Background: an optimization exercise with open tools, aiming at small area. Do not read the settings as production practice. Only simulation tests tie the RTL to the original design; equivalence was not proved. Power figures rest on the tool's default switching activity, not on a simulated workload.

$ cat flow/run.sh
#!/bin/bash
# synth_recipe.tcl (not shown) runs the flow's synth.tcl, then flattens the netlist and writes it again
# the make line also repeats each setting of config.mk as NAME=value (left out here)
make -C /OpenROAD-flow-scripts/flow DESIGN_CONFIG=/design/flow/config.mk WORK_HOME=/design/flow/orfs CLKGATE_MAP_FILE= SYNTH_SCRIPT=/design/flow/synth_recipe.tcl finish
$ cat flow/config.mk
export PLATFORM = sky130hd
export DESIGN_NAME = writeback_register_file
export DESIGN_NICKNAME = writeback_register_file
export VERILOG_FILES = /design/flow/design.v
export SDC_FILE = /design/flow/constraint.sdc
export NUM_CORES = 4
export LEC_CHECK = 0
export CAP_MARGIN = 20
export CORE_MARGIN = 2
export CORE_UTILIZATION = 60
export CTS_BUF_LIST = sky130_fd_sc_hd__clkbuf_8
export SLEW_MARGIN = 20
export SYNTH_HIERARCHICAL = 1
export SYNTH_MINIMUM_KEEP_SIZE = 0
$ cat flow/constraint.sdc
create_clock -name core_clock -period 9.0 [get_ports {clk}]
set_input_delay 1.8000 -clock core_clock [delete_from_list [all_inputs] [get_ports {clk}]]
set_output_delay 1.8000 -clock core_clock [all_outputs]
set_load 0.01 [all_outputs]
$ cat flow/design.v
module writeback_register_file #(
  parameter int DATA_W   = 32,
  parameter int NUM_REGS = 32,
  parameter int COUNT_W  = 16
) (
  input  logic               clk,
  input  logic               Reset,
  input  logic               WriteBackEnableInput,
  input  logic               MemoryReadEnableInput,
  input  logic [DATA_W-1:0]  ALUResultInput,
  input  logic [DATA_W-1:0]  MemoryReadData,
  input  logic [4:0]         DestinationRegisterInput,
  input  logic [4:0]         ReadRegister1,
  input  logic [4:0]         ReadRegister2,
  output logic [DATA_W-1:0]  ReadData1,
  output logic [DATA_W-1:0]  ReadData2,
  output logic [DATA_W-1:0]  WriteBackData,
  output logic [4:0]         WriteBackRegister,
  output logic               WriteBackCommit,
  output logic [COUNT_W-1:0] CommitCount
);
  logic [DATA_W-1:0]   regs_q [1:NUM_REGS-1];
  logic [NUM_REGS-1:1] valid_q;
  logic [COUNT_W-1:0]  cnt_q;
  logic [DATA_W-1:0]   wb_data;
  logic                accept;
  logic [NUM_REGS-1:1] we;
  logic [NUM_REGS-1:1] sel1;
  logic [NUM_REGS-1:1] sel2;
  logic [DATA_W-1:0]   rd1;
  logic [DATA_W-1:0]   rd2;
  assign wb_data = MemoryReadEnableInput
                 ? MemoryReadData
                 : ALUResultInput;
  assign accept = WriteBackEnableInput
               && (DestinationRegisterInput != 5'd0);
  always_comb begin
    for (int i = 1; i < NUM_REGS; i++) begin
      we[i]   = WriteBackEnableInput && (DestinationRegisterInput == 5'(i));
      sel1[i] = valid_q[i] && (ReadRegister1 == 5'(i));
      sel2[i] = valid_q[i] && (ReadRegister2 == 5'(i));
    end
  end
  always_ff @(posedge clk or negedge Reset) begin
    if (!Reset) begin
      valid_q <= '0;
      cnt_q   <= '0;
    end else begin
      valid_q <= valid_q | we;
      if (accept) begin
        cnt_q <= cnt_q + 1'b1;
      end
    end
  end
  for (genvar i = 1; i < NUM_REGS; i++) begin : g_reg
    logic              we_n;
    logic [DATA_W-1:0] nxt;
    assign we_n = ~we[i];
    for (genvar b = 0; b < DATA_W; b++) begin : g_bit
      rf_ao22 u_ld (
        .a1(we[i]), .a2(wb_data[b]),
        .b1(we_n),  .b2(regs_q[i][b]),
        .x(nxt[b])
      );
    end
    always_ff @(posedge clk) begin
      regs_q[i] <= nxt;
    end
  end
  localparam int NLEAF = (NUM_REGS + 1) / 3;   
  logic [3*NLEAF-1:0] s1_pad, s2_pad;
  logic [DATA_W-1:0]  d_pad [3*NLEAF];
  logic [NLEAF-1:0]   leaf1_n [DATA_W];
  logic [NLEAF-1:0]   leaf2_n [DATA_W];
  always_comb begin
    s1_pad = '0;
    s2_pad = '0;
    for (int i = 1; i < NUM_REGS; i++) begin
      s1_pad[i-1] = sel1[i];
      s2_pad[i-1] = sel2[i];
    end
  end
  for (genvar k = 0; k < 3*NLEAF; k++) begin : g_pad
    if (k < NUM_REGS - 1) begin : g_r
      assign d_pad[k] = regs_q[k+1];
    end else begin : g_z
      assign d_pad[k] = '0;
    end
  end
  for (genvar b = 0; b < DATA_W; b++) begin : g_bit
    for (genvar l = 0; l < NLEAF; l++) begin : g_leaf
      if (3*l + 2 < NUM_REGS - 1) begin : g_full
        rf_aoi222 u1 (
          .s(s1_pad[3*l +: 3]),
          .d({d_pad[3*l+2][b], d_pad[3*l+1][b], d_pad[3*l][b]}),
          .y_n(leaf1_n[b][l])
        );
        rf_aoi222 u2 (
          .s(s2_pad[3*l +: 3]),
          .d({d_pad[3*l+2][b], d_pad[3*l+1][b], d_pad[3*l][b]}),
          .y_n(leaf2_n[b][l])
        );
      end else begin : g_part
        assign leaf1_n[b][l] = ~|(s1_pad[3*l +: 3] & {d_pad[3*l+2][b], d_pad[3*l+1][b], d_pad[3*l][b]});
        assign leaf2_n[b][l] = ~|(s2_pad[3*l +: 3] & {d_pad[3*l+2][b], d_pad[3*l+1][b], d_pad[3*l][b]});
      end
    end
    assign rd1[b] = ~&leaf1_n[b];
    assign rd2[b] = ~&leaf2_n[b];
  end
  assign ReadData1         = rd1;
  assign ReadData2         = rd2;
  assign WriteBackData     = wb_data;
  assign WriteBackCommit   = accept;
  assign WriteBackRegister = accept
                           ? DestinationRegisterInput
                           : 5'd0;
  assign CommitCount       = cnt_q;
endmodule
module rf_aoi222 (
  input  logic [2:0] s,
  input  logic [2:0] d,
  output logic       y_n
);
  assign y_n = ~|(s & d);
endmodule
module rf_ao22 (
  input  logic a1,
  input  logic a2,
  input  logic b1,
  input  logic b2,
  output logic x
);
  assign x = (a1 & a2) | (b1 & b2);
endmodule
==> run notes, run 1 <==
The flow ran to the end and the layout has no timing, DRC or antenna violations. For the detailed-route wire length, the log shows 191 mm. The worst register-to-register path has a depth of 5.

The worst hold path terminates at valid_q[11]$_DFF_PN0_. The run gives 1,039 as the number of clock sinks seen by CTS. The final instance count without filler cells is 4,707. The post-synthesis instance total is 3,229, and the logic gate share of total power is 0.139. The count of hold-fix buffers inserted at cts came out at 0.

For the number of inserted filler cells in the final layout, the log shows 4,708. The routability congestion estimate from global placement is 0.949, and the post-layout minimum cycle time is 7.69 ns. Arrival time of data at the critical path endpoint: 5.89 ns.

Timing would allow up to 130 MHz. Initial antenna violation count: 11. Detailed placement ended at an HPWL of 108 mm.

The worst setup skew after layout is 0.00455 ns, and the fraction of power consumed by sequential logic is 0.524. In this run the horizontal extent of the chip is 262 um. In this run the static leakage power is 20.1 nW.

The worst hold path stage count is 1, and the total of endpoints with negative setup slack in the final report is 0. The run gives 0.528 as the sequential area share after synthesis. The tools report the element type at the critical path end as a primary output. The net count of the mapped netlist is 3,313. The vias per cell was 8.83; the number of global-route vias before repair was 40,600. H-tree depth reported by CTS: 4.

The tools report the number of failing hold endpoints at the final stage as 0. A synthesized cell averages 12.3 sq um. The logs give 0 for the count of final max-slew check failures and 0 for the number of remaining DRC errors. The switching part of the total was 0.288; the total routing usage reported by global routing was 0.534.

The maximum clock path buffer count came out at 3. Setup repair after global routing left no endpoint under its margin. The tools report the post-synthesis instance area as 0.0398 sq mm.

The run gives 4,409 as the total instance count after detailed placement. The vertical die dimension is 262 um, and the detailed-route via count is 41,600. Fraction of synthesis flops using an asynchronous set or reset pin: 0.0452. For this run, the number of Yosys warnings is 15.

Relative to the synthesized area, the layout overhead comes to 18.6%. For the global-route wire length before repair, the log shows 269 mm. After clock tree synthesis, the clock-pin slew on the worst setup and hold paths is 0.06 ns.

The number of enable-type register cells in the synthesized netlist is 0, and the number of register bits inferred by synthesis is 1,039. The pin count of the biggest net entering global routing is 48. In this run the worst hold path is classified as reg2reg. Synthesis instantiated 33 different standard cells from the library.

The number of resized instances in the post-cts repair step is 0, and the worst endpoint required time is 7.20 ns. The critical path start-end classification was in2out. The logs give 0 for the number of maximum-capacitance constraint violations and 0.82 ns for the clock latency on the worst-skew pair. In this run the register-to-register setup slack is 7.36 ns. The run gives 15 as the number of detailed-routing iterations run before antenna repair. The internal portion of the total power is 8.67 mW.

Share of layout cells above drive strength 1: 0.112. For the number of rows in the core area, the log shows 94. The worst hold path begins at valid_q[11]$_DFF_PN0_.

For the pin with the worst max-slew slack, the measured transition is 1.42 ns. In this run the post-CTS setup repair buffer count came out at 0. In this run the standard cell core region covers 0.0657 sq mm. The worst-path maximum fanout is 17, and the number of nets in the layout is 3,797.

Across the VDD grid, the largest voltage drop is 174 uV. In this run the critical register-to-register path is launched from cnt_q[0]$_DFFE_PN0P_. The logs give 0.718 for the utilization after layout and 10,800 for the DRC violation total after the first TritonRoute iteration. The tools report the destination of the worst register-to-register timing path as cnt_q[8]$_DFFE_PN0P_. The detailed-route wire length per cell came out at 40.6 um. The number of clock buffers added by TritonCTS is 166.

The summed negative setup slack over all endpoints is 0 ns, and the starting density of the core is 0.606. The tools report the kind of start point of the critical path as an input pin. The worst slew slack as a fraction of its limit was 0.0563; the final antenna-violating net count was 0. The number of input and output port buffers inserted came out at 200.

The part of the total power dissipated in the clock network came out at 0.336. The root buffer cell was sky130_fd_sc_hd__clkbuf_8. TritonCTS built the clock tree.

The most used flip-flop cell after synthesis is sky130_fd_sc_hd__dfxtp_1. The die area is 0.0684 sq mm, and the part of the cycle the worst path needs is 0.854. The power per cell area was 258 mW/mm^2. The logs give 201 for the count of boundary I/O pins and 0 for the total congestion overflow. The reported net switching power came out at 3.51 mW.
-- sequential cells by signal (all words and copies together) (netlist names) --
signal,flops
regs_q,992
valid_q,31
cnt_q,16
-- synthesized netlist by cell type, types with 2 or more instances --
master	number	area (sq um)
sky130_fd_sc_hd__nand2_1	105	394
sky130_fd_sc_hd__and3b_1	2	17.5
sky130_fd_sc_hd__mux2_2	33	372
sky130_fd_sc_hd__nand2b_1	30	188
sky130_fd_sc_hd__nor3b_1	9	67.6
sky130_fd_sc_hd__xnor2_1	12	105
sky130_fd_sc_hd__a222oi_1	640	6410
sky130_fd_sc_hd__buf_1	3	11.3
sky130_fd_sc_hd__xor2_1	3	26.3
sky130_fd_sc_hd__and4_1	3	26.3
sky130_fd_sc_hd__nor3_1	4	20.0
sky130_fd_sc_hd__and3_1	59	369
sky130_fd_sc_hd__buf_6	7	78.8
sky130_fd_sc_hd__dfxtp_1	992	19900
sky130_fd_sc_hd__inv_1	33	124
sky130_fd_sc_hd__nor2b_1	6	37.5
sky130_fd_sc_hd__and4b_1	4	40.0
sky130_fd_sc_hd__buf_2	2	10.0
sky130_fd_sc_hd__dfrtp_1	47	1180
sky130_fd_sc_hd__a2111o_1	64	721
sky130_fd_sc_hd__nand4_1	135	845
sky130_fd_sc_hd__a22o_1	992	8690
sky130_fd_sc_hd__nand3_1	6	30.0
sky130_fd_sc_hd__nor2_1	12	45.0
sky130_fd_sc_hd__clkbuf_1	8	30.0
sky130_fd_sc_hd__nor4_1	2	12.5
sky130_fd_sc_hd__or2_2	4	25.0
sky130_fd_sc_hd__and2_1	7	43.8
-- per-layer routing --
metal,up-vias,share of wire,global-route usage
met5,-,0.0013,0.0333
met3,1279,0.19,0.261
met4,10,0.098,0.426
li1,16000,-,-
met1,19700,0.33,0.646
met2,4642,0.38,0.713
-- per-stage QoR --
stage | setup WS, ns | area [sq um] | power [mW] | hold slack [ns]
CTS | 1.70 | 47200 | 12.0 | 0.475
global route | 1.46 | 47200 | 12.5 | 0.483
finish | 1.31 | 47200 | 12.2 | 0.476
detailed placement | 1.68 | 43800 | 8.03 | 0.461
floorplan | 2.22 | 39800 | 7.25 | 0.440
global placement | 1.76 | 43800 | 7.87 | 0.455
-- modules after synthesis (local to each module, per instance) --
module                   times used  cells inside  flops+latches  cell area [sq um]
rf_ao22                         992             1              0               8.76
rf_aoi222                       640             1              0               10.0
writeback_register_file           1          1597           1039              24700
-- worst max path at each step --
stage | start | depth (start not counted) | slack (ns) | endpoint
after CTS | ReadRegister2[1] | 8 | 1.70 | ReadData2[20]
after global placement | ReadRegister2[1] | 8 | 1.76 | ReadData2[20]
after global routing | ReadRegister2[1] | 8 | 1.46 | ReadData2[5]
after detailed placement | ReadRegister2[1] | 8 | 1.68 | ReadData2[2]
after floorplan | ReadRegister2[4] | 6 | 2.22 | ReadData2[0]
final | ReadRegister2[1] | 8 | 1.31 | ReadData2[20]
-- critical path, stage by stage --
cell	delay, ns
sky130_fd_sc_hd__clkdlybuf4s50_1	0.74
sky130_fd_sc_hd__nor3b_1	0.50
sky130_fd_sc_hd__and3_1	1.21
sky130_fd_sc_hd__buf_4	0.40
sky130_fd_sc_hd__a222oi_1	0.14
sky130_fd_sc_hd__nand4_1	0.20
sky130_fd_sc_hd__a2111o_1	0.26
sky130_fd_sc_hd__clkdlybuf4s50_1	0.62
-- layout make-up --
class,count,area (sq um),share of cell area
Sequential cell,1039,21000,0.446
Multi-Input combinational cell,2137,18600,0.393
Timing Repair Buffer,336,3040,0.0644
Clock buffer,221,3040,0.0644
Tap cell,864,1080,0.0229
Clock inverter,71,323,0.00684
Inverter,33,124,0.00262
Antenna cell,6,15.0,0.000318
-- kinds of logic (layout without fill, tap and decap cells) --
family,after synthesis,after routing,synth area share
compound gates,1698,1698,0.398
flops,1039,1039,0.528
simple gates,390,390,0.0546
buf+inv,53,661,0.00638
mux,33,33,0.00933
xor+xnor,15,15,0.00330
fa+ha+maj,1,1,0.000314
other cells,0,6,0
-- cells in the final DEF (no fill, tap or decap), types with 7 or more instances in the layout --
| cell | netlist | layout |
|---|---|---|
| sky130_fd_sc_hd__a2111o_1 | 64 | 64 |
| sky130_fd_sc_hd__a222oi_1 | 640 | 640 |
| sky130_fd_sc_hd__a22o_1 | 992 | 992 |
| sky130_fd_sc_hd__and2_1 | 7 | 7 |
| sky130_fd_sc_hd__and3_1 | 59 | 55 |
| sky130_fd_sc_hd__buf_4 | 0 | 136 |
| sky130_fd_sc_hd__clkbuf_8 | 0 | 221 |
| sky130_fd_sc_hd__clkdlybuf4s50_1 | 0 | 198 |
| sky130_fd_sc_hd__clkinv_2 | 0 | 10 |
| sky130_fd_sc_hd__dfrtp_1 | 47 | 47 |
| sky130_fd_sc_hd__dfxtp_1 | 992 | 992 |
| sky130_fd_sc_hd__inv_1 | 33 | 80 |
| sky130_fd_sc_hd__mux2_2 | 33 | 33 |
| sky130_fd_sc_hd__nand2_1 | 105 | 105 |
| sky130_fd_sc_hd__nand2b_1 | 30 | 30 |
| sky130_fd_sc_hd__nand4_1 | 135 | 135 |
| sky130_fd_sc_hd__nor2_1 | 12 | 12 |
| sky130_fd_sc_hd__xnor2_1 | 12 | 12 |
-- power by group through the flow --
stage	registers, mW	logic, mW	clock network (mW)
5_1_grt	6.47	1.77	4.28
3_5_place_dp	6.41	1.62	0
6_report	6.39	1.70	4.10
4_1_cts	6.33	1.63	4.07
2_1_floorplan	6.20	1.05	0
3_3_place_gp	6.33	1.55	0
==> run 2: changes to the inputs <==
==> flow/flow/run.sh (new file) <==
#!/bin/bash
# Standard ORFS layout, with two changes:
#  - ports are buffered with the smallest buffer (buf_1) instead of the
#    cell buffer_ports picks on its own;
#  - clock tree synthesis uses larger sink clusters and no dummy loads.
# ORFS writes each step's full log under orfs/logs/; make's own output is
# kept in standard.log.
set -uo pipefail
export BUFFER_PORTS_ARGS="-buffer_cell sky130_fd_sc_hd__buf_1"
export CTS_ARGS="-sink_clustering_enable -repair_clock_nets -buf_list sky130_fd_sc_hd__clkbuf_8 -sink_clustering_size 14 -sink_clustering_max_diameter 50 -dont_use_dummy_load"
bash standard.sh finish > standard.log 2>&1
==> flow/standard.sh (new file) <==
#!/bin/bash
# synth_recipe.tcl (not shown) runs the flow's synth.tcl, then flattens the netlist and writes it again
# the make line also repeats each setting of config.mk as NAME=value (left out here)
make -C /OpenROAD-flow-scripts/flow DESIGN_CONFIG=/design/flow/config.mk WORK_HOME=/design/flow/orfs CLKGATE_MAP_FILE= SYNTH_SCRIPT=/design/flow/synth_recipe.tcl "${@:-finish}"
--- a/flow/config.mk
+++ b/flow/config.mk
@@ -8,7 +8,6 @@
 export CAP_MARGIN = 20
 export CORE_MARGIN = 2
 export CORE_UTILIZATION = 60
-export CTS_BUF_LIST = sky130_fd_sc_hd__clkbuf_8
 export SLEW_MARGIN = 20
 export SYNTH_HIERARCHICAL = 1
 export SYNTH_MINIMUM_KEEP_SIZE = 0
removed: flow/run.sh
==> run 2 against run 1 <==
Against the previous run: still clean; global-route usage grew 1.1 points; die area is the same; clock skew grew 0.023 ns; combinational power shrank 8%; cell area shrank 6.9%; sequential power is essentially flat; total power shrank 14%; sequential cell count is the same; clock power shrank 37%; hold slack gained 0.015 ns; largest cell class unchanged.
==> run notes, run 2 <==
The logs give 0.0440 sq mm (was 0.0472 sq mm) for the final instance area and 3,730 (was 3,797) for the number of nets in the layout. The final antenna-violating net count was 0 (unchanged); the total of endpoints with negative setup slack in the final report was 0 (unchanged). The number of enable-type register cells in the synthesized netlist works out to 0 (unchanged).

The transition time at the pin with the least slew margin is 1.43 ns (was 1.42 ns), and the DRC violation total after the first TritonRoute iteration is 11,200 (was 10,800). For the worst slew slack as a fraction of its limit, the log shows 0.0481 (was 0.0563). The upper clock frequency limit is 141 MHz (was 130 MHz).

Biggest registers after layout: regs_q x992, valid_q x31, cnt_q x16 (unchanged). For the worst endpoint required time, the log shows 7.20 ns (about the same). The worst-path maximum fanout was 18 (was 17). The buffer count from post-CTS setup fixing was 0 (unchanged); the net count of the mapped netlist was 3,313 (unchanged).

Sequential area share after synthesis: 0.528 (unchanged). The tools report the cell area after placement as 0.0425 sq mm (was 0.0438 sq mm). The number of rows in the core area came out at 94 (unchanged).

Classification of the worst-slack hold path: reg2reg (unchanged). The number of buffers inserted during clock tree synthesis was 102 (was 166); the number of detailed-routing iterations run before antenna repair was 17 (was 15). The average footprint of a synthesized cell is 12.3 sq um (unchanged), and the number of global-route vias before repair is 40,000 (was 40,600). The routability congestion estimate from global placement was 1.04 (was 0.949); the number of register bits inferred by synthesis was 1,039 (unchanged). Post-synthesis instance area: 0.0398 sq mm (unchanged). The run gives 6 (was 11) as the initial antenna violation count.

The die boundary width works out to 262 um (unchanged). Setup repair after global routing left no endpoint under its margin. Kind of start point of the critical path: an input pin (unchanged).

The post-layout minimum cycle time is 7.10 ns (was 7.69 ns), and the final instance count without filler cells is 4,513 (was 4,707). The clock edge transition at the registers on the reported setup and hold paths is 0.07 ns (was 0.06 ns). The part of the cycle the worst path needs was 0.789 (was 0.854). The fraction of synthesis flops using an asynchronous set or reset pin was 0.0452 (unchanged); the count of boundary I/O pins was 201 (unchanged). TritonCTS built the clock tree.

The core footprint was 0.0657 sq mm (unchanged). The post-synthesis cell type count is 33 (unchanged), and the count of hold-fix buffers inserted at cts is 0 (unchanged). The detailed-route wire length came out at 195 mm (was 191 mm). The pin count of the biggest net entering global routing was 48 (unchanged). The static leakage power is 18.4 nW (was 20.1 nW), and the arrival time of data at the critical path endpoint is 5.30 ns (was 5.89 ns).

The detailed-placement wirelength estimate came out at 109 mm (was 108 mm). Worst setup skew after layout: 0.0271 ns (was 0.00455 ns). The power per cell area was 240 mW/mm^2 (was 258 mW/mm^2).

The total instance count after detailed placement was 4,406 (was 4,409). The portion of synthesized cell area occupied by the leading cell type came out at 0.499 (unchanged). The run gives 0.606 (unchanged) as the starting density of the core.

Critical path start-end classification: in2out (unchanged). The worst hold path stage count is 1 (unchanged), and the detailed-route wire length per cell is 43.2 um (was 40.6 um). The global-route wire length before repair is 273 mm (was 269 mm).

The worst hold endpoint was valid_q[31]$_DFF_PN0_ (was valid_q[11]$_DFF_PN0_). The logs give 0.669 (was 0.718) for the utilization after layout and 0 (unchanged) for the number of maximum-capacitance constraint violations. The logs give 0 (unchanged) for the number of resized instances in the post-cts repair step and 5,032 (was 4,708) for the number of inserted filler cells in the final layout. The number of remaining DRC errors was 0 (unchanged). Commonest cells after routing, fill and taps aside: sky130_fd_sc_hd__a22o_1, sky130_fd_sc_hd__dfxtp_1, sky130_fd_sc_hd__a222oi_1, sky130_fd_sc_hd__buf_1, sky130_fd_sc_hd__nand4_1 (was sky130_fd_sc_hd__a22o_1, sky130_fd_sc_hd__dfxtp_1, sky130_fd_sc_hd__a222oi_1, sky130_fd_sc_hd__clkbuf_8, sky130_fd_sc_hd__clkdlybuf4s50_1). The flow ran to the end and the layout has no timing, DRC or antenna violations.

The root buffer cell was sky130_fd_sc_hd__clkbuf_8 (unchanged). The count of final max-slew check failures came out at 0 (unchanged). Synth area leaders: sky130_fd_sc_hd__dfxtp_1, sky130_fd_sc_hd__a22o_1, sky130_fd_sc_hd__a222oi_1, sky130_fd_sc_hd__dfrtp_1, sky130_fd_sc_hd__nand4_1 (unchanged). The post-layout total power was 10.5 mW (was 12.2 mW); the total congestion overflow was 0 (unchanged).

The most area-hungry cell type in the Yosys netlist was sky130_fd_sc_hd__dfxtp_1 (unchanged). Post-synth top cells: sky130_fd_sc_hd__a22o_1, sky130_fd_sc_hd__dfxtp_1, sky130_fd_sc_hd__a222oi_1, sky130_fd_sc_hd__nand4_1, sky130_fd_sc_hd__nand2_1 (unchanged). The logs give 0.77 ns (was 0.82 ns) for the clock latency on the worst-skew pair and 0.0684 sq mm (unchanged) for the die area. The number of clock sinks seen by CTS is 1,039 (unchanged).

The tools report the summed negative setup slack over all endpoints as 0 ns (unchanged). The area added between synthesis and finish is 10.4% (was 18.6%). The flip-flop count of the largest register, all copies and words added was 992 (unchanged). Destination of the worst register-to-register timing path: cnt_q[8]$_DFFE_PN0P_ (unchanged). The vias per cell works out to 9.21 (was 8.83). The worst min-delay path startpoint is valid_q[31]$_DFF_PN0_ (was valid_q[11]$_DFF_PN0_). The tools report the element type at the critical path end as a primary output (unchanged). The maximum clock path buffer count came out at 3 (unchanged). The share of layout cells above drive strength 1 is 0.0790 (was 0.112), and the total routing usage reported by global routing is 0.545 (was 0.534). The H-tree depth reported by CTS was 3 (was 4); the worst setup slack for register-to-register paths was 7.27 ns (was 7.36 ns).

The top register by number of flip-flops is regs_q (unchanged). The vertical die dimension was 262 um (unchanged). Leading register cell type out of synthesis: sky130_fd_sc_hd__dfxtp_1 (unchanged).

The detailed-route via count came out at 41,600 (about the same). The logs give 3,229 (unchanged) for the post-synthesis instance total and 0 (unchanged) for the number of failing hold endpoints at the final stage. The number of input and output port buffers inserted was 200 (unchanged); the maximum vdd drop was 185 uV (was 174 uV). The tools report the total of warnings raised by yosys as 15 (unchanged). The depth of the worst register-to-register path is 5 (unchanged). The tools report the launching point of the worst reg2reg path as cnt_q[1]$_DFFE_PN0P_ (was cnt_q[0]$_DFFE_PN0P_).
[run 2: cell counts after synthesis]
No cell type changed its count.
[run 2: cells by family (layout without fill, tap and decap cells)]
family,Yosys count,in the layout,synth area share
adder cells (fa/ha/maj),1,1,0.000314
buffers and inverters,53,468,0.00638
XOR/XNOR,15,15,0.00330
multiplexers,33,33,0.00933
flip-flops,1039,1039,0.528
AND/OR/NAND/NOR,390,390,0.0546
other,0,5,0
AO/OA/AOI/OAI,1698,1698,0.398
[run 2: power by group]
| group | internal [mW] | leakage, nW | switching (mW) |
|---|---|---|---|
| logic | 0.785 | 8.85 | 0.787 |
| clock network | 1.00 | 0.733 | 1.57 |
| registers | 5.57 | 8.82 | 0.816 |
[run 2: Yosys stat by module (local to each module, per instance)]
module / cell area (sq um) / cells / flip-flops and latches
writeback_register_file: 24700 / 1597 / 1039
rf_ao22: 8.76 / 1 / 0
rf_aoi222: 10.0 / 1 / 0
[run 2: cell type report]
type / count / area (sq um) / share of cell area
Timing Repair Buffer: 333 / 1750 / 0.0398
Multi-Input combinational cell: 2137 / 18600 / 0.422
Clock buffer: 102 / 1400 / 0.0319
Sequential cell: 1039 / 21000 / 0.478
Tap cell: 864 / 1080 / 0.0246
Inverter: 33 / 124 / 0.00282
Antenna cell: 5 / 12.5 / 0.000285
[run 2: per-layer routing]
layer,track usage,part of all wire,routed length (um),up-vias
met2,0.736,0.38,74800,4759
met3,0.280,0.19,37900,1342
met1,0.658,0.33,63500,19700
met4,0.406,0.095,18500,4
met5,0,0.00016,32,-
li1,-,-,-,15700
[run 2: through the flow]
step	setup slack [ns]	hold slack, ns
floorplan	2.22	0.440
global placement	2.48	0.456
detailed placement	2.40	0.467
CTS	2.40	0.484
global route	2.14	0.511
finish	1.90	0.491
[run 2: worst max path at each step]
stage,end,from,depth (start not counted)
2_1_floorplan,ReadData2[0],ReadRegister2[4],6
3_3_place_gp,ReadData2[19],ReadRegister2[3],8
3_5_place_dp,ReadData2[26],ReadRegister2[1],8
4_1_cts,ReadData2[26],ReadRegister2[1],8
5_1_grt,ReadData1[28],ReadRegister1[1],8
6_report,ReadData2[0],ReadRegister2[3],8
[run 2: critical path: stages]
cell and delay [ns]:
sky130_fd_sc_hd__buf_1 0.28, sky130_fd_sc_hd__nor2b_1 0.55, sky130_fd_sc_hd__and3_1 1.22, sky130_fd_sc_hd__buf_4 0.48, sky130_fd_sc_hd__a222oi_1 0.15, sky130_fd_sc_hd__nand4_1 0.42, sky130_fd_sc_hd__a2111o_1 0.22, sky130_fd_sc_hd__buf_1 0.17
==> run 3: changes to the inputs <==
--- a/flow/flow/run.sh
+++ b/flow/flow/run.sh
@@ -7,5 +7,5 @@
 # kept in standard.log.
 set -uo pipefail
 export BUFFER_PORTS_ARGS="-buffer_cell sky130_fd_sc_hd__buf_1"
-export CTS_ARGS="-sink_clustering_enable -repair_clock_nets -buf_list sky130_fd_sc_hd__clkbuf_8 -sink_clustering_size 14 -sink_clustering_max_diameter 50 -dont_use_dummy_load"
+export CTS_ARGS="-sink_clustering_enable -repair_clock_nets -buf_list sky130_fd_sc_hd__clkbuf_4 -sink_clustering_size 8 -sink_clustering_max_diameter 40 -dont_use_dummy_load"
 bash standard.sh finish > standard.log 2>&1
--- a/flow/config.mk
+++ b/flow/config.mk
@@ -7,7 +7,7 @@
 export LEC_CHECK = 0
 export CAP_MARGIN = 20
 export CORE_MARGIN = 2
-export CORE_UTILIZATION = 60
+export CORE_UTILIZATION = 70
 export SLEW_MARGIN = 20
 export SYNTH_HIERARCHICAL = 1
 export SYNTH_MINIMUM_KEEP_SIZE = 0
==> run 3 against run 2 <==
Against the previous run: clock-buffer cell count grew 51; wire length shrank 5.0%; via count grew 2.5%; clock skew shrank 0.011 ns; sequential power is essentially flat; hold slack lost 0.011 ns; non-clock buffer count grew 2; first-iteration DRC count grew 9.6%; sequential cell count is the same; setup slack gained 0.19 ns.
==> run notes, run 3 <==
The critical path start-end classification was in2out (unchanged). The arrival time of data at the critical path endpoint came out at 5.10 ns (was 5.30 ns). For the number of failing hold endpoints at the final stage, the log shows 0 (unchanged). For the number of nets in the layout, the log shows 3,783 (was 3,730).

The number of enable-type register cells in the synthesized netlist was 0 (unchanged). Post-synth top cells: sky130_fd_sc_hd__a22o_1, sky130_fd_sc_hd__dfxtp_1, sky130_fd_sc_hd__a222oi_1, sky130_fd_sc_hd__nand4_1, sky130_fd_sc_hd__nand2_1 (unchanged). Biggest registers after layout: regs_q x992, valid_q x31, cnt_q x16 (unchanged).

The worst-path maximum fanout came out at 32 (was 18). The routability congestion estimate from global placement is 0.977 (was 1.04). The area share of fa/ha/maj cells after synthesis came out at 0.000314 (unchanged).

The die boundary width was 242 um (was 262 um); the detailed-placement wirelength estimate was 101 mm (was 109 mm). The post-synthesis cell type count is 33 (unchanged), and the worst slew slack as a fraction of its limit is 0.155 (was 0.0481). Launching point of the worst reg2reg path: cnt_q[1]$_DFFE_PN0P_ (unchanged). For the number of inserted filler cells in the final layout, the log shows 3,741 (was 5,032). TritonCTS built the clock tree.

Number of detailed-routing iterations run before antenna repair: 23 (was 17). The tools report the worst min-delay path startpoint as valid_q[20]$_DFF_PN0_ (was valid_q[31]$_DFF_PN0_). The clock latency on the worst-skew pair is 1.02 ns (was 0.77 ns). The run gives 185 mm (was 195 mm) as the detailed-route wire length.

The transition time at the pin with the least slew margin came out at 1.27 ns (was 1.43 ns). The global-route wire length before repair was 265 mm (was 273 mm); the part of the cycle the worst path needs was 0.767 (was 0.789). The logs give 0 (unchanged) for the total of endpoints with negative setup slack in the final report and 187 uV (was 185 uV) for the maximum vdd drop.

The buffer count from post-CTS setup fixing was 0 (unchanged). The run gives 12,300 (was 11,200) as the DRC violation total after the first TritonRoute iteration. The summed negative setup slack over all endpoints is 0 ns (unchanged).

The top register by number of flip-flops was regs_q (unchanged). For the core footprint, the log shows 0.0563 sq mm (was 0.0657 sq mm). The sequential area share after synthesis is 0.528 (unchanged). The total congestion overflow is 0 (unchanged), and the worst setup skew after layout is 0.0165 ns (was 0.0271 ns).

The minimum setup slack in the final design was 2.10 ns (was 1.90 ns). The number of clock sinks seen by CTS was 1,039 (unchanged). For the utilization after layout, the log shows 0.775 (was 0.669). The run gives 0.603 (was 0.545) as the total routing usage reported by global routing.

The tools report the pin count of the biggest net entering global routing as 48 (unchanged). Root buffer cell: sky130_fd_sc_hd__clkbuf_4 (was sky130_fd_sc_hd__clkbuf_8). Worst hold slack: 0.480 ns (was 0.491 ns). The tools report the number of global-route vias before repair as 41,800 (was 40,000).

The tools report the launch point of the critical path as ReadRegister1[1] (was ReadRegister2[3]). Starting density of the core: 0.707 (was 0.606). The clock edge transition at the registers on the reported setup and hold paths is 0.05 ns (was 0.07 ns), and the post-layout minimum cycle time is 6.90 ns (was 7.10 ns). Commonest cells after routing, fill and taps aside: sky130_fd_sc_hd__a22o_1, sky130_fd_sc_hd__dfxtp_1, sky130_fd_sc_hd__a222oi_1, sky130_fd_sc_hd__buf_1, sky130_fd_sc_hd__clkbuf_4 (was sky130_fd_sc_hd__a22o_1, sky130_fd_sc_hd__dfxtp_1, sky130_fd_sc_hd__a222oi_1, sky130_fd_sc_hd__buf_1, sky130_fd_sc_hd__nand4_1).

The run gives 4 (was 3) as the H-tree depth reported by CTS. The fraction of synthesis flops using an asynchronous set or reset pin is 0.0452 (unchanged). The detailed-route via count came out at 42,600 (was 41,600). The parity-gate share of the synthesized area counting xor and xnor cells works out to 0.00330 (unchanged). The proportion of synthesized area in mux cells was 0.00933 (unchanged). The depth of the worst register-to-register path is 5 (unchanged), and the count of boundary I/O pins is 201 (unchanged). The area added between synthesis and finish came out at 9.48% (was 10.4%).

Share of the synthesized area in compound gates (AO/OA/AOI/OAI): 0.398 (unchanged). Combinational family with the most area after synthesis: compound AO/OA/AOI/OAI gates (unchanged). The logs give 153 (was 102) for the number of buffers inserted during clock tree synthesis and 18.4 nW (about the same) for the static leakage power. The sequential cell area is 0.0210 sq mm (unchanged).

The logs give 87 (was 94) for the number of rows in the core area and 3,313 (unchanged) for the net count of the mapped netlist. The power per cell area was 236 mW/mm^2 (was 240 mW/mm^2); the number of maximum-capacitance constraint violations was 0 (unchanged). Area share of and/or/nand/nor cells after synthesis: 0.0546 (unchanged). The average footprint of a synthesized cell is 12.3 sq um (unchanged). Element type at the critical path end: a primary output (unchanged). Final instance area: 0.0436 sq mm (was 0.0440 sq mm). Leading register cell type out of synthesis: sky130_fd_sc_hd__dfxtp_1 (unchanged). The area of the multi-input gates was 0.0185 sq mm (was 0.0186 sq mm).

Setup repair after global routing left no endpoint under its margin. The post-synthesis instance area came out at 0.0398 sq mm (unchanged). The vias per cell came out at 9.55 (was 9.21). Synth area leaders: sky130_fd_sc_hd__dfxtp_1, sky130_fd_sc_hd__a22o_1, sky130_fd_sc_hd__a222oi_1, sky130_fd_sc_hd__dfrtp_1, sky130_fd_sc_hd__nand4_1 (unchanged).

The logs give 3,229 (unchanged) for the post-synthesis instance total and 0 (unchanged) for the final antenna-violating net count. Destination of the worst register-to-register timing path: cnt_q[8]$_DFFE_PN0P_ (unchanged). The worst hold endpoint is valid_q[20]$_DFF_PN0_ (was valid_q[31]$_DFF_PN0_).

For the die area, the log shows 0.0588 sq mm (was 0.0684 sq mm). The number of register bits inferred by synthesis works out to 1,039 (unchanged). Maximum clock path buffer count: 3 (unchanged). The vertical die dimension came out at 242 um (was 262 um). The worst endpoint required time is 7.20 ns (about the same), and the total of warnings raised by yosys is 15 (unchanged). The run gives 0 (unchanged) as the count of final max-slew check failures.

Most area-hungry cell type in the Yosys netlist: sky130_fd_sc_hd__dfxtp_1 (unchanged). The number of remaining DRC errors is 0 (unchanged), and the flip-flop count of the largest register, all copies and words added is 992 (unchanged). The portion of synthesized cell area occupied by the leading cell type was 0.499 (unchanged).

The run finished with no timing, DRC or antenna violations. The logs give 0.0424 sq mm (was 0.0425 sq mm) for the cell area after placement and 0 (unchanged) for the number of resized instances in the post-cts repair step. The number of input and output port buffers inserted came out at 200 (unchanged). The kind of start point of the critical path was an input pin (unchanged).

The worst-case setup slack after placement was 2.62 ns (was 2.40 ns). The initial antenna violation count was 14 (was 6). The worst setup slack for register-to-register paths was 7.36 ns (was 7.27 ns); the share of layout cells above drive strength 1 was 0.0912 (was 0.0790). The worst hold path stage count was 1 (unchanged); the count of hold-fix buffers inserted at cts was 0 (unchanged). The tools report the upper clock frequency limit as 145 MHz (was 141 MHz). The detailed-route wire length per cell came out at 41.5 um (was 43.2 um). The classification of the worst-slack hold path is reg2reg (unchanged).
[run 3: cells by family after synthesis]
logic type / after synthesis
AOI/OAI and AO/OA: 1698
xor gates and xnor gates: 15
adders and majority gates: 1
buffers and inverters: 53
DFF: 1039
muxes: 33
and+or+nand+nor: 390
[run 3: routing by layer]
metal | GRT usage | up-vias | routed length [um]
met2 | 0.777 | 5308 | 68200
met1 | 0.709 | 19700 | 56900
li1 | - | 15900 | -
met4 | 0.495 | 29 | 20100
met3 | 0.354 | 1706 | 39400
met5 | 0.0270 | - | 408
[run 3: area by class of cell]
cell class,instances,share of cell area
Timing Repair Buffer,335,0.0405
Clock buffer,153,0.0263
Antenna cell,9,0.000517
Sequential cell,1039,0.483
Tap cell,756,0.0217
Multi-Input combinational cell,2137,0.425
Inverter,33,0.00284
[run 3: per-module statistics from Yosys (local to each module, per instance)]
module                   cells  flops+latches
writeback_register_file   1597           1039
rf_aoi222                    1              0
rf_ao22                      1              0
[run 3: worst max path at each step]
stage                     to  slack (ns)  cells after the start
6_report        ReadData1[6]        2.10                      8
5_1_grt        ReadData2[29]        2.26                      8
3_3_place_gp   ReadData2[21]        2.73                      8
4_1_cts        ReadData2[26]        2.61                      8
3_5_place_dp   ReadData2[26]        2.62                      8
2_1_floorplan   ReadData2[0]        2.22                      6
[run 3: stage by stage]
step,total power [mW],std cells
3_5_place_dp,7.90,4300
5_1_grt,10.6,4459
2_1_floorplan,7.25,3229
6_report,10.3,4462
4_1_cts,10.1,4453
3_3_place_gp,7.73,4300
[run 3: power by group]
group | leakage [nW] | switching, mW | total [mW] | internal (mW)
clock network | 0.704 | 1.56 | 2.34 | 0.780
logic | 8.83 | 0.788 | 1.57 | 0.786
registers | 8.82 | 0.823 | 6.39 | 5.57
total | 18.4 | 3.17 | 10.3 | 7.14
[run 3: critical path, stage by stage]
cell                       delay (ns)
sky130_fd_sc_hd__buf_1           0.21
sky130_fd_sc_hd__and3b_1         0.34
sky130_fd_sc_hd__and3_1          0.21
sky130_fd_sc_hd__buf_4           0.31
sky130_fd_sc_hd__a222oi_1        1.05
sky130_fd_sc_hd__nand4_1         0.45
sky130_fd_sc_hd__a2111o_1        0.53
sky130_fd_sc_hd__buf_1           0.16
==> run 4: changes to the inputs <==
--- a/flow/config.mk
+++ b/flow/config.mk
@@ -7,7 +7,7 @@
 export LEC_CHECK = 0
 export CAP_MARGIN = 20
 export CORE_MARGIN = 2
-export CORE_UTILIZATION = 70
+export CORE_UTILIZATION = 60
 export SLEW_MARGIN = 20
 export SYNTH_HIERARCHICAL = 1
 export SYNTH_MINIMUM_KEEP_SIZE = 0
==> run 4 against run 3 <==
Against the previous run: wire length increased by 5.5%; sequential power about the same; hold slack improved by 0.011 ns; utilization decreased by 11 points; total power increased by 0.56%; clock-buffer cell count increased by 5; critical path type unchanged; global-route usage decreased by 5.4 points; die area increased by 16%; sequential cell count unchanged; highest routed layer unchanged.
==> run notes, run 4 <==
The worst-case setup slack after placement is 2.40 ns (was 2.62 ns). Leading register cell type out of synthesis: sky130_fd_sc_hd__dfxtp_1 (unchanged). Cells along the critical path: buf_1 > nor3b_1 > and3_1 > buf_4 > a222oi_1 > nand4_1 > a2111o_1 > buf_1 (was buf_1 > and3b_1 > and3_1 > buf_4 > a222oi_1 > nand4_1 > a2111o_1 > buf_1). The post-synthesis cell type count is 33 (unchanged).

The maximum cell stage delay along the critical path is 0.95 ns (was 1.05 ns). The run gives 48 (unchanged) as the pin count of the biggest net entering global routing. The summed negative setup slack over all endpoints is 0 ns (unchanged). The maximum clock path buffer count came out at 3 (unchanged).

The die boundary width works out to 262 um (was 242 um). The run gives 201 (unchanged) as the count of boundary I/O pins. The tools report the clock latency on the worst-skew pair as 1.04 ns (was 1.02 ns). The total of warnings raised by yosys was 15 (unchanged); the post-layout total power was 10.4 mW (was 10.3 mW). The routability congestion estimate from global placement is 1.04 (was 0.977), and the power per cell area is 237 mW/mm^2 (was 236 mW/mm^2). The root buffer cell is sky130_fd_sc_hd__clkbuf_4 (unchanged). Critical path start-end classification: in2out (unchanged).

The logs give 4 (unchanged) for the H-tree depth reported by CTS and 0 (unchanged) for the count of hold-fix buffers inserted at cts. The logs give 4,406 (was 4,300) for the total instance count after detailed placement and 75.1 mm (was 68.2 mm) for the length of routed met2 wiring. The most frequent cell on the critical path is sky130_fd_sc_hd__buf_1 (unchanged). The tools report the number of clock sinks seen by CTS as 1,039 (unchanged). The total congestion overflow was 0 (unchanged); the buffer count from post-CTS setup fixing was 0 (unchanged). The core footprint is 0.0657 sq mm (was 0.0563 sq mm). The tools report the element type at the critical path end as a primary output (unchanged).

The tools report the minimum setup slack in the final design as 1.93 ns (was 2.10 ns). The detailed-route via count was 41,900 (was 42,600); the total of endpoints with negative setup slack in the final report was 0 (unchanged). The run gives 0.0684 sq mm (was 0.0588 sq mm) as the die area. The vertical die dimension is 262 um (was 242 um). The run gives 3,229 (unchanged) as the post-synthesis instance total. The flip-flop count of the largest register, all copies and words added is 992 (unchanged).

The run gives 0.606 (was 0.707) as the starting density of the core. The number of enable-type register cells in the synthesized netlist is 0 (unchanged), and the number of buffers inserted during clock tree synthesis is 158 (was 153). The tools report the number of remaining DRC errors as 0 (unchanged). The fraction of synthesis flops using an asynchronous set or reset pin is 0.0452 (unchanged).

Setup repair after global routing left no endpoint under its margin. Part of the cycle the worst path needs: 0.785 (was 0.767). Post-synth top cells: sky130_fd_sc_hd__a22o_1, sky130_fd_sc_hd__dfxtp_1, sky130_fd_sc_hd__a222oi_1, sky130_fd_sc_hd__nand4_1, sky130_fd_sc_hd__nand2_1 (unchanged). The vias per cell was 9.15 (was 9.55); the share of layout cells above drive strength 1 was 0.0932 (was 0.0912).

The final antenna-violating net count was 0 (unchanged); the worst-path maximum fanout was 32 (unchanged). The run finished with no timing, DRC or antenna violations. The number of inserted filler cells in the final layout is 5,086 (was 3,741). Biggest registers after layout: regs_q x992, valid_q x31, cnt_q x16 (unchanged). Topmost layer with routed signal wires: met5 (unchanged).

The most area-hungry cell type in the Yosys netlist is sky130_fd_sc_hd__dfxtp_1 (unchanged). For the number of nets in the layout, the log shows 3,787 (was 3,783). The number of resized instances in the post-cts repair step was 0 (unchanged); the post-layout minimum cycle time was 7.07 ns (was 6.90 ns). Arrival time of data at the critical path endpoint: 5.27 ns (was 5.10 ns). The top register by number of flip-flops was regs_q (unchanged).

The DRC violation total after the first TritonRoute iteration was 11,400 (was 12,300); the area added between synthesis and finish was 9.90% (was 9.48%). The portion of synthesized cell area occupied by the leading cell type is 0.499 (unchanged). Number of input and output port buffers inserted: 200 (unchanged). The detailed-route wire length per cell works out to 42.7 um (was 41.5 um). The run gives 18.4 nW (about the same) as the static leakage power. TritonCTS built the clock tree.

The tools report the initial antenna violation count as 7 (was 14). The clock edge transition at the registers on the reported setup and hold paths was 0.06 ns (was 0.05 ns); the sequential area share after synthesis was 0.528 (unchanged). The detailed-routing wirelength on met1 is 63.3 mm (was 56.9 mm). Kind of start point of the critical path: an input pin (unchanged). The transition time at the pin with the least slew margin was 1.38 ns (was 1.27 ns). Number of register bits inferred by synthesis: 1,039 (unchanged). For the number of maximum-capacitance constraint violations, the log shows 0 (unchanged).

The total routing usage reported by global routing came out at 0.549 (was 0.603). The utilization after layout is 0.666 (was 0.775). The tools report the upper clock frequency limit as 142 MHz (was 145 MHz). Total length of routed met3 wires: 38.5 mm (was 39.4 mm). The maximum vdd drop is 148 uV (was 187 uV), and the post-synthesis instance area is 0.0398 sq mm (unchanged).

Synth area leaders: sky130_fd_sc_hd__dfxtp_1, sky130_fd_sc_hd__a22o_1, sky130_fd_sc_hd__a222oi_1, sky130_fd_sc_hd__dfrtp_1, sky130_fd_sc_hd__nand4_1 (unchanged). The tools report the net count of the mapped netlist as 3,313 (unchanged). Worst slew slack as a fraction of its limit: 0.0773 (was 0.155). The number of failing hold endpoints at the final stage is 0 (unchanged), and the global-route wire length before repair is 274 mm (was 265 mm). For the number of detailed-routing iterations run before antenna repair, the log shows 17 (was 23). The count of final max-slew check failures is 0 (unchanged), and the average footprint of a synthesized cell is 12.3 sq um (unchanged). The worst setup skew after layout came out at 0.0244 ns (was 0.0165 ns). The worst endpoint required time is 7.20 ns (about the same), and the number of rows in the core area is 94 (was 87). The detailed-route wire length was 195 mm (was 185 mm); the number of global-route vias before repair was 40,400 (was 41,800). Commonest cells after routing, fill and taps aside: sky130_fd_sc_hd__a22o_1, sky130_fd_sc_hd__dfxtp_1, sky130_fd_sc_hd__a222oi_1, sky130_fd_sc_hd__buf_1, sky130_fd_sc_hd__clkbuf_4 (unchanged). Cell with the largest stage delay on the worst path: sky130_fd_sc_hd__a222oi_1 (unchanged). The run gives 4,573 (was 4,462) as the final instance count without filler cells. Classification of the worst-slack hold path: reg2reg (unchanged). For the detailed-placement wirelength estimate, the log shows 109 mm (was 101 mm).
-- run 4: worst max-delay path, delay by kind of cell --
| kind | cells | cell delay (ns) |
|---|---|---|
| buffers and inverters | 3 | 0.87 |
| and+or+nand+nor | 3 | 1.10 |
| AOI/OAI and AO/OA | 2 | 1.47 |
-- run 4: cell families after synthesis --
logic type,share of synthesized area
DFF,0.528
AOI/OAI and AO/OA,0.398
adders and majority gates,0.000314
buffers and inverters,0.00638
xor gates and xnor gates,0.00330
muxes,0.00933
and+or+nand+nor,0.0546
-- run 4: cell type report --
| class | count | area [sq um] | share of cell area |
|---|---|---|---|
| flip-flops and latches | 1039 | 21000 | 0.481 |
| multi-input cells | 2137 | 18600 | 0.424 |
| repair buffers | 334 | 1760 | 0.0402 |
| clock buffers | 158 | 1190 | 0.0271 |
| well taps | 864 | 1080 | 0.0247 |
| inverters | 33 | 124 | 0.00283 |
| diodes | 8 | 20.0 | 0.000457 |
-- run 4: per-stage QoR --
stage	hold slack, ns	cell area, sq um
after CTS	0.481	43700
after global placement	0.456	42500
after global routing	0.508	43700
after floorplan	0.440	39800
final	0.491	43800
after detailed placement	0.467	42500
-- run 4: path summary, 6_finish.rpt --
| kind | from | end | slack (ns) | cells past startpoint |
|---|---|---|---|---|
| setup / recovery | ReadRegister2[1] | ReadData2[28] | 1.93 | 8 |
| hold / removal | valid_q[31]$_DFF_PN0_ | valid_q[31]$_DFF_PN0_ | 0.49 | 1 |
| setup reg to reg | cnt_q[0]$_DFFE_PN0P_ | cnt_q[8]$_DFFE_PN0P_ | 7.29 | 5 |
| hold reg to reg | valid_q[31]$_DFF_PN0_ | valid_q[31]$_DFF_PN0_ | 0.49 | 1 |
| max in group asynchronous | Reset | valid_q[27]$_DFF_PN0_ | 7.66 | 2 |
| min in group asynchronous | Reset | valid_q[29]$_DFF_PN0_ | 0.86 | 2 |
-- run 4: layer usage --
layer / global-route usage / up-vias
li1: - / 15800
met1: 0.653 / 19800
met2: 0.738 / 4806
met3: 0.292 / 1357
met4: 0.419 / 10
met5: 0.00347 / -
-- run 4: per-module statistics from Yosys, one instance, submodules excluded --
module                   cells inside  cell area (sq um)  flops+latches  copies in the design
writeback_register_file          1597              24700           1039                     1
rf_aoi222                           1               10.0              0                   640
rf_ao22                             1               8.76              0                   992
-- run 4: power by group --
group | leakage [nW] | switching (mW) | internal (mW)
combinational | 8.86 | 0.787 | 0.784
clock | 0.727 | 1.60 | 0.804
sequential | 8.82 | 0.817 | 5.57
total | 18.4 | 3.21 | 7.16
==> run 5: changes to the inputs <==
--- a/flow/config.mk
+++ b/flow/config.mk
@@ -7,7 +7,7 @@
 export LEC_CHECK = 0
 export CAP_MARGIN = 20
 export CORE_MARGIN = 2
-export CORE_UTILIZATION = 60
+export CORE_UTILIZATION = 65
 export SLEW_MARGIN = 20
 export SYNTH_HIERARCHICAL = 1
 export SYNTH_MINIMUM_KEEP_SIZE = 0
==> run 5 against run 4 <==
Against the previous run: clock skew rose by 0.0062 ns; final cell count fell by 1.6%; via count rose by 0.43%; global-route usage rose by 1.7 points; critical path type unchanged; combinational power barely moved; sequential power barely moved; wire length fell by 4.5%; fmax rose by 4.3%; clock-buffer cell count fell by 1; utilization rose by 5.7 points; non-clock buffer count rose by 6; largest power group unchanged; total power rose by 0.28%.
==> run notes, run 5 <==
The worst-path maximum fanout is 16 (was 32). Leading register cell type out of synthesis: sky130_fd_sc_hd__dfxtp_1 (unchanged). For the count of hold-fix buffers inserted at cts, the log shows 0 (unchanged).

Cells along the critical path: buf_1 > and2_0 > and3_1 > a222oi_1 > nand2_1 > a2111o_1 > buf_1 (was buf_1 > nor3b_1 > and3_1 > buf_4 > a222oi_1 > nand4_1 > a2111o_1 > buf_1). The tools report the element type at the critical path end as a primary output (unchanged). The portion of synthesized cell area occupied by the leading cell type came out at 0.499 (unchanged).

The top register by number of flip-flops was regs_q (unchanged). TritonCTS built the clock tree. The transition time at the pin with the least slew margin was 1.21 ns (was 1.38 ns). The DRC violation total after the first TritonRoute iteration is 12,200 (was 11,400), and the power per cell area is 238 mW/mm^2 (was 237 mW/mm^2).

The buffer count from post-CTS setup fixing is 0 (unchanged). Cell with the largest stage delay on the worst path: sky130_fd_sc_hd__a222oi_1 (unchanged). The logs give 4.98 ns (was 5.27 ns) for the arrival time of data at the critical path endpoint and 0.0398 sq mm (unchanged) for the post-synthesis instance area. Depth of the worst register-to-register path: 5 (unchanged). The post-layout minimum cycle time was 6.78 ns (was 7.07 ns). The classification of the worst-slack hold path was reg2reg (unchanged).

Commonest cells after routing, fill and taps aside: sky130_fd_sc_hd__a22o_1, sky130_fd_sc_hd__dfxtp_1, sky130_fd_sc_hd__a222oi_1, sky130_fd_sc_hd__buf_1, sky130_fd_sc_hd__clkbuf_4 (unchanged). The average footprint of a synthesized cell was 12.3 sq um (unchanged); the routability congestion estimate from global placement was 1.08 (was 1.04). The share of layout cells above drive strength 1 is 0.0931 (was 0.0932), and the starting density of the core is 0.658 (was 0.606). The part of the cycle the worst path needs was 0.753 (was 0.785); the area added between synthesis and finish was 9.76% (was 9.90%). The sequential area share after synthesis came out at 0.528 (unchanged).

The total of warnings raised by yosys is 15 (unchanged). The number of nets in the layout is 3,792 (was 3,787). The die boundary width came out at 251 um (was 262 um).

The vertical die dimension works out to 251 um (was 262 um). The end point of the critical path was ReadData1[20] (was ReadData2[28]). The tools report the number of buffers inserted during clock tree synthesis as 157 (was 158). The launching point of the worst reg2reg path is cnt_q[0]$_DFFE_PN0P_ (unchanged). The number of resized instances in the post-cts repair step came out at 0 (unchanged). The number of input and output port buffers inserted was 200 (unchanged). Biggest registers after layout: regs_q x992, valid_q x31, cnt_q x16 (unchanged). For the post-synthesis cell type count, the log shows 33 (unchanged). The tools report the summed negative setup slack over all endpoints as 0 ns (unchanged). The tools report the kind of start point of the critical path as an input pin (unchanged).

The tools report the final antenna-violating net count as 0 (unchanged). The cell family contributing the most delay on the critical path is compound AO/OA/AOI/OAI gates (unchanged). The number of failing hold endpoints at the final stage was 0 (unchanged); the initial antenna violation count was 25 (was 7). Setup repair after global routing left no endpoint under its margin. The H-tree depth reported by CTS came out at 4 (unchanged). For the static leakage power, the log shows 18.4 nW (about the same). The cell area after placement was 0.0425 sq mm (about the same).

The destination of the worst register-to-register timing path is cnt_q[8]$_DFFE_PN0P_ (unchanged). The global-route wire length before repair is 265 mm (was 274 mm). Root buffer cell: sky130_fd_sc_hd__clkbuf_4 (unchanged). The flip-flop count of the largest register, all copies and words added is 992 (unchanged), and the count of final max-slew check failures is 0 (unchanged). The detailed-route wire length per cell is 41.5 um (was 42.7 um), and the core footprint is 0.0605 sq mm (was 0.0657 sq mm). Post-synth top cells: sky130_fd_sc_hd__a22o_1, sky130_fd_sc_hd__dfxtp_1, sky130_fd_sc_hd__a222oi_1, sky130_fd_sc_hd__nand4_1, sky130_fd_sc_hd__nand2_1 (unchanged).

The fraction of synthesis flops using an asynchronous set or reset pin is 0.0452 (unchanged). Most frequent cell on the critical path: sky130_fd_sc_hd__buf_1 (unchanged). The logs give 0.485 ns (was 0.491 ns) for the worst hold slack and 109 mm (about the same) for the detailed-placement wirelength estimate. The maximum vdd drop was 158 uV (was 148 uV); the net count of the mapped netlist was 3,313 (unchanged). Die area: 0.0632 sq mm (was 0.0684 sq mm). The run gives 0 (unchanged) as the total of endpoints with negative setup slack in the final report. The number of enable-type register cells in the synthesized netlist was 0 (unchanged).

The vias per cell was 9.34 (was 9.15); the number of rows in the core area was 90 (was 94). The number of global-route vias before repair is 40,500 (was 40,400). The number of detailed-routing iterations run before antenna repair was 22 (was 17). The number of register bits inferred by synthesis is 1,039 (unchanged). For the clock latency on the worst-skew pair, the log shows 1.09 ns (was 1.04 ns).

The detailed-route wire length was 187 mm (was 195 mm); the total routing usage reported by global routing was 0.565 (was 0.549). The pin count of the biggest net entering global routing was 48 (unchanged); the upper clock frequency limit was 148 MHz (was 142 MHz). The clock edge transition at the registers on the reported setup and hold paths was 0.07 ns (was 0.06 ns). The most area-hungry cell type in the Yosys netlist is sky130_fd_sc_hd__dfxtp_1 (unchanged). The maximum cell stage delay along the critical path was 1.14 ns (was 0.95 ns); the worst setup slack for register-to-register paths was 7.37 ns (was 7.29 ns). The worst setup skew after layout was 0.0306 ns (was 0.0244 ns); the final instance area was 0.0437 sq mm (was 0.0438 sq mm).

For the post-synthesis instance total, the log shows 3,229 (unchanged). The run finished with no timing, DRC or antenna violations. The tools report the number of clock sinks seen by CTS as 1,039 (unchanged). Critical path start-end classification: in2out (unchanged). The tools report the maximum clock path buffer count as 3 (unchanged). Synth area leaders: sky130_fd_sc_hd__dfxtp_1, sky130_fd_sc_hd__a22o_1, sky130_fd_sc_hd__a222oi_1, sky130_fd_sc_hd__dfrtp_1, sky130_fd_sc_hd__nand4_1 (unchanged). The launch point of the critical path was ReadRegister1[3] (was ReadRegister2[1]). The count of boundary I/O pins is 201 (unchanged), and the detailed-route via count is 42,000 (was 41,900).

The logs give 0.193 (was 0.0773) for the worst slew slack as a fraction of its limit and 0 (unchanged) for the total congestion overflow. The logic depth of the worst path, buffers included is 7 (was 8), and the worst path buffer plus inverter count is 2 (was 3). The number of maximum-capacitance constraint violations was 0 (unchanged); the worst endpoint required time was 7.20 ns (about the same). The run gives 0 (unchanged) as the number of remaining DRC errors.
## run 5: cell count changes in the layout (fill, tap and decap cells not counted), sizes merged
cell	change
inv	-4
clkbuf	-3
clkinv	+4
diode	+4
buf	+8
## run 5: cell type report
cell class | instances | area [sq um]
repair buffers | 340 | 1800
multi-input cells | 2137 | 18600
diodes | 12 | 30.0
inverters | 33 | 124
flip-flops and latches | 1039 | 21000
fillers | 4368 | 16800
well taps | 782 | 978
clock buffers | 157 | 1180
## run 5: kinds of logic (layout without fill, tap and decap cells)
family | Yosys count | count (layout) | share of synthesized area
flip-flops | 1039 | 1039 | 0.528
adder cells (fa/ha/maj) | 1 | 1 | 0.000314
other | 0 | 12 | 0
XOR/XNOR | 15 | 15 | 0.00330
AO/OA/AOI/OAI | 1698 | 1698 | 0.398
buffers and inverters | 53 | 530 | 0.00638
AND/OR/NAND/NOR | 390 | 390 | 0.0546
multiplexers | 33 | 33 | 0.00933
## run 5: per-layer routing
metal / share of wire / wire length (um) / global-route usage / up-vias
met5: 0.0020 / 364 / 0.0456 / -
met4: 0.10 / 18600 / 0.422 / 32
met3: 0.20 / 38100 / 0.332 / 1628
met2: 0.38 / 70400 / 0.756 / 4968
met1: 0.32 / 59100 / 0.657 / 19500
li1: - / - / - / 15900
## run 5: worst min-delay path by stage
stage | from | endpoint | slack [ns] | cells past startpoint
finish | cnt_q[13]$_DFFE_PN0P_ | cnt_q[13]$_DFFE_PN0P_ | 0.49 | 1
global route | valid_q[20]$_DFF_PN0_ | valid_q[20]$_DFF_PN0_ | 0.50 | 1
CTS | valid_q[20]$_DFF_PN0_ | valid_q[20]$_DFF_PN0_ | 0.48 | 1
detailed placement | valid_q[20]$_DFF_PN0_ | valid_q[20]$_DFF_PN0_ | 0.46 | 1
global placement | valid_q[22]$_DFF_PN0_ | valid_q[22]$_DFF_PN0_ | 0.46 | 1
floorplan | valid_q[10]$_DFF_PN0_ | valid_q[10]$_DFF_PN0_ | 0.44 | 1
## run 5: per-module statistics from Yosys, one instance, submodules excluded
module	cell area (sq um)	times used	cells inside	flops+latches
rf_ao22	8.76	992	1	0
rf_aoi222	10.0	640	1	0
writeback_register_file	24700	1	1597	1039
## run 5: where the power goes
group	total (mW)	internal, mW	leakage, nW	switching (mW)
clock	2.39	0.799	0.722	1.59
combinational	1.59	0.786	8.87	0.803
sequential	6.41	5.57	8.82	0.842
## run 5: worst register-to-register path, delay by kind of cell (launching register included)
family,cells,cell delay (ns)
flip-flops,1,0.48
AO/OA/AOI/OAI,1,0.36
AND/OR/NAND/NOR,2,0.32
adder cells (fa/ha/maj),1,0.25
XOR/XNOR,1,0.14
## run 5: through the flow
step                std cells  power [mW]  worst slack, ns  utilization
CTS                      4488        10.2             2.60        0.722
detailed placement       4331        7.93             2.62        0.703
global route             4495        10.7             2.45        0.722
floorplan                3229        7.25             2.22            -
finish                   4500        10.4             2.22        0.723
global placement         4331        7.79             2.77        0.703

==> what the ideal ports hide <==
The flow's constraints put no driver on any port. The routed layouts listed below were extracted and timed again, unchanged, in two steps.
Step 1: set_driving_cell puts a clkbuf_16 on clk and a buf_2 on each other input, an assumption about the parent block.
Step 2 adds t to the input delays and takes it off the output delays; t is the mean of the earliest and latest rising clock arrival at the registers after step 1. Input paths then give back, and output paths get back, about the clock's delay inside the block.
a / b / c = ideal ports / drivers / drivers and shift; a / b = the first two.
run	t (ns)	setup WS [ns]	worst hold slack (ns)	worst setup path after step 2	slew at the worst register clock pin (ns)
run 1	0.888	1.314 / 1.190 / 1.190	0.476 / 0.476 / 0.476	input to output	0.07 / 0.07
run 2	0.802	1.902 / 1.848 / 1.848	0.491 / 0.491 / 0.491	input to output	0.10 / 0.10
run 3	1.107	2.095 / 2.067 / 2.067	0.480 / 0.480 / 0.480	input to output	0.10 / 0.10
run 4	1.099	1.934 / 1.874 / 1.874	0.491 / 0.491 / 0.491	input to output	0.11 / 0.11
run 5	1.135	2.223 / 2.150 / 2.150	0.485 / 0.485 / 0.485	input to output	0.10 / 0.10
After both steps every run listed still meets setup and hold. For run 1, which loses most, drivers alone change the setup slack by -0.124 ns; drivers and shift together by -0.124 ns.
